Background: an optimization exercise with open tools, aiming at small area and a short achievable clock period. Do not read the settings as production practice.
In this exercise RTL edits were held to simulation tests only and were not proved equivalent to the original.
Power is estimated from default activity; no workload was simulated.

## multi_channel_snooper
module multi_channel_snooper
#(
    parameter int NUM_CH      = 4,
    parameter int TDATA_WIDTH = 512,
    parameter int TKEEP_WIDTH = TDATA_WIDTH / 8,
    parameter int CNT_WIDTH   = 20
) (
    input  logic                          clk,
    input  logic                          areset,
    input  logic [NUM_CH*TKEEP_WIDTH-1:0] mon_TKEEP,
    input  logic [NUM_CH-1:0]             mon_TVALID,
    input  logic [NUM_CH-1:0]             mon_TREADY,
    input  logic [NUM_CH-1:0]             mon_TLAST,
    input  logic [NUM_CH-1:0]             ch_enable,
    input  logic                          measure,
    output logic [63:0]                   report_TDATA,
    output logic [7:0]                    report_TKEEP,
    output logic                          report_TVALID,
    input  logic                          report_TREADY,
    output logic                          report_TLAST,
    output logic                          busy,
    output logic [NUM_CH*CNT_WIDTH-1:0]   pkt_size,
    output logic [NUM_CH-1:0]             pkt_size_valid,
    output logic                          measure_sync_out
);
    localparam int NUM_WORDS = 1 + snoop_pkg::WORDS_PER_CH * NUM_CH;
    localparam int IDX_W     = $clog2(NUM_WORDS);
    localparam logic [CNT_WIDTH-1:0] ONES = '1;
  ...
For scale: roughly 3300 cells after synthesis, ~570 flip-flops, ~440 I/O pins, ~33000 µm² of cells after synthesis.
export LEC_CHECK = 0
export CAP_MARGIN = 20
export CORE_MARGIN = 2
export CORE_UTILIZATION = 40
export SLEW_MARGIN = 20
create_clock -name core_clock -period 14.0 [get_ports {clk}]
run.sh (not shown) runs the stock make flow with config.mk's settings and CLKGATE_MAP_FILE= SYNTH_SCRIPT=/design/flow/synth_recipe.tcl, a recipe that flattens the netlist after the stock synthesis.
Change:
==> flow/flow/run.sh (new file) <==
#!/bin/bash
# Layout flow: the standard layout (standard synthesis unchanged), with the port buffers
# made from a small, fast buffer instead of the resizer's default delay cell. Every tool's
# output goes to a log file in this folder; ORFS keeps its per-step logs under orfs/logs/.
set -euo pipefail
bash standard.sh synth > synth.log 2>&1
bash standard.sh "BUFFER_PORTS_ARGS=-buffer_cell sky130_fd_sc_hd__buf_1" finish > layout.log 2>&1
==> flow/standard.sh (new file) <==
#!/bin/bash
# synth_recipe.tcl (not shown) runs the flow's synth.tcl, then flattens the netlist and writes it again
# the make line also repeats each setting of config.mk as NAME=value (left out here)
make -C /OpenROAD-flow-scripts/flow DESIGN_CONFIG=/design/flow/config.mk WORK_HOME=/design/flow/orfs CLKGATE_MAP_FILE= SYNTH_SCRIPT=/design/flow/synth_recipe.tcl "${@:-finish}"
removed: flow/run.sh
Outcome: The changed run produced a clean layout; worst setup slack gains 0.51 ns; clock-buffer cell count went up by 6; via count rose by 0.53%; sequential power hardly moves; routed wire length falls by 1.6%; area after synthesis stays the same; total power hardly moves; global-route usage falls by 0.38 points; hold slack is better by 0.0066 ns; final cell count hardly moves.

========
== v38 ==
multi_channel_snooper again, from the RTL that the note above started with.
Settings: LEC_CHECK=0, CAP_MARGIN=20, CORE_MARGIN=2, CORE_UTILIZATION=40, SLEW_MARGIN=20; clock period 14.0 ns.
standard.sh (not shown) runs the stock make flow with config.mk's settings and CLKGATE_MAP_FILE= SYNTH_SCRIPT=/design/flow/synth_recipe.tcl, a recipe that flattens the netlist after the stock synthesis.
==> flow/flow/run.sh <==
#!/bin/bash
# Layout flow: the standard layout (standard synthesis unchanged), with the port buffers
# made from a small buffer instead of the resizer's default delay cell, timing repair aiming
# for a setup slack of 8 ns at the design's clock, and a leaner clock tree. Every tool's
# output goes to a log file in this folder; ORFS keeps its per-step logs under orfs/logs/.
set -euo pipefail
bash standard.sh synth > synth.log 2>&1
bash standard.sh "BUFFER_PORTS_ARGS=-buffer_cell sky130_fd_sc_hd__buf_1" SETUP_SLACK_MARGIN=8 \
    "CTS_ARGS=-sink_clustering_enable -repair_clock_nets -dont_use_dummy_load" finish > layout.log 2>&1
Input changes introduced in v31 (baseline for comparison: v38):
-- flow/flow/run.sh --
<<< v38, line 9
    "CTS_ARGS=-sink_clustering_enable -repair_clock_nets -dont_use_dummy_load" finish > layout.log 2>&1
>>> v31, line 9
    "CTS_ARGS=-sink_clustering_enable -repair_clock_nets -dont_use_dummy_load -sink_clustering_size 24 -sink_clustering_max_diameter 120" finish > layout.log 2>&1
Results
Sequential portion of the cell area in v31 is 0.78 points above v38. The final worst-path setup slack reported for v31 is greater than that of v38 by 55 ps. Sort v31 and v38 by share of total power in combinational logic desc -> top: v31. Summary of v31 over v38: clock-pin transition on the worst setup and hold timing paths rose 30 ps; ratio of final minimum period to clock period went down 0.39 points. v38 reports its highest routing layer actually used as met5 while v31 reports met4. Compared with v38, in v31 final cell area excluding filler cells went down by 2.2%; detailed-routed wire length on met2 ~0 delta.
Setup changes, v31 to v48
==> flow/flow/run.sh <==
#!/bin/bash
# Layout flow: the standard layout (standard synthesis unchanged), with the port buffers
# made from a small buffer instead of the resizer's default delay cell, and timing repair
# aiming for a setup slack of 8 ns at the design's clock. Every tool's output goes to a log
# file in this folder; ORFS keeps its per-step logs under orfs/logs/.
set -euo pipefail
bash standard.sh synth > synth.log 2>&1
bash standard.sh "BUFFER_PORTS_ARGS=-buffer_cell sky130_fd_sc_hd__buf_1" SETUP_SLACK_MARGIN=8 finish > layout.log 2>&1
Results
As far as cell depth of the worst setup path goes, v31 and v48 are indistinguishable; the numbers are identical.
As far as number of synthesized register bits goes, v48 and v31 are indistinguishable; the numbers are identical.
On power share of the sequential group: v48 sits below v31.
Looking at met1 usage in global routing, v48 sits 0.19 points higher than v31 does.
Via count: v48 vs v31 up about 1.4%
--- input diff v48..v25 ---
-- flow/flow/run.sh --
<<< v48, line 4
# aiming for a setup slack of 8 ns at the design's clock. Every tool's output goes to a log
>>> v25, line 4
# aiming for a setup slack of 9 ns at the design's clock. Every tool's output goes to a log
<<< v48, line 8
bash standard.sh "BUFFER_PORTS_ARGS=-buffer_cell sky130_fd_sc_hd__buf_1" SETUP_SLACK_MARGIN=8 finish > layout.log 2>&1
>>> v25, line 8
bash standard.sh "BUFFER_PORTS_ARGS=-buffer_cell sky130_fd_sc_hd__buf_1" SETUP_SLACK_MARGIN=9 finish > layout.log 2>&1
### Flow results
- Sort v48 and v25 by time the worst path needs with I/O delays and setup asc -> top: v25
- Re number of clock sinks: no difference whatsoever between v48 and v25.
- Comparing v25 against v48, there is no change at all in number of violations of the max-capacitance limit.
- Relative to v48, clock power share has decreased by 1.7 points in v25.
- Against v48, v25 comes in 5.5% higher on net switching power of the design.
- Global router's overall resource usage in v25 vs v48: up 1.4 points
- The worst setup path endpoint comes out g_ch[2].u_ch.pr[5] in one run and g_ch[0].u_ch.pr[5] in the other, namely in v48 and v25 respectively.
- Row sequential share of layout area: v25 lower / v48 higher
- In v25, the number of CTS-inserted buffers came out 1 above the value in v48.
- Compared to v48, the routing of v25 uses more wire.
- For v25, the largest power group was combinational logic, unlike v48, where it was sequential cells.

-- what the ideal ports hide --
No port has a modelled driver above. Below, the same layouts with a new extraction and two added sets of constraints. Step 1: set_driving_cell puts a clkbuf_16 on clk and a buf_2 on each other input, an assumption about the parent block. Step 2 times the ports against the registers' clock, not the clock port: input delays grow and output delays shrink by t, the midpoint of the rising clock arrivals with the driver on. Three values: ideal ports, drivers, drivers and shift; two values: the first two.
| run | t (ns) | setup WS [ns] | worst setup path after step 2 | worst slew at a driven data input, ns |
|---|---|---|---|---|
| the first run of note 1 | 0.706 | 6.904 / 6.836 / 6.569 | input to register | 0.06 |
| the second run of note 1 | 0.672 | 7.415 / 7.347 / 6.909 | input to register | 0.05 |
| v38 | 0.670 | 7.615 / 7.648 / 6.978 | input to register | 0.10 |
| v31 | 0.681 | 7.669 / 7.700 / 7.019 | input to register | 0.09 |
| v48 | 0.689 | 7.644 / 7.676 / 6.987 | input to register | 0.09 |
| v25 | 0.681 | 7.681 / 7.710 / 7.029 | input to register | 0.05 |
After both steps every run listed still meets setup and hold. For v48, which loses most, drivers alone change the setup slack by +0.032 ns; drivers and shift together by -0.657 ns.
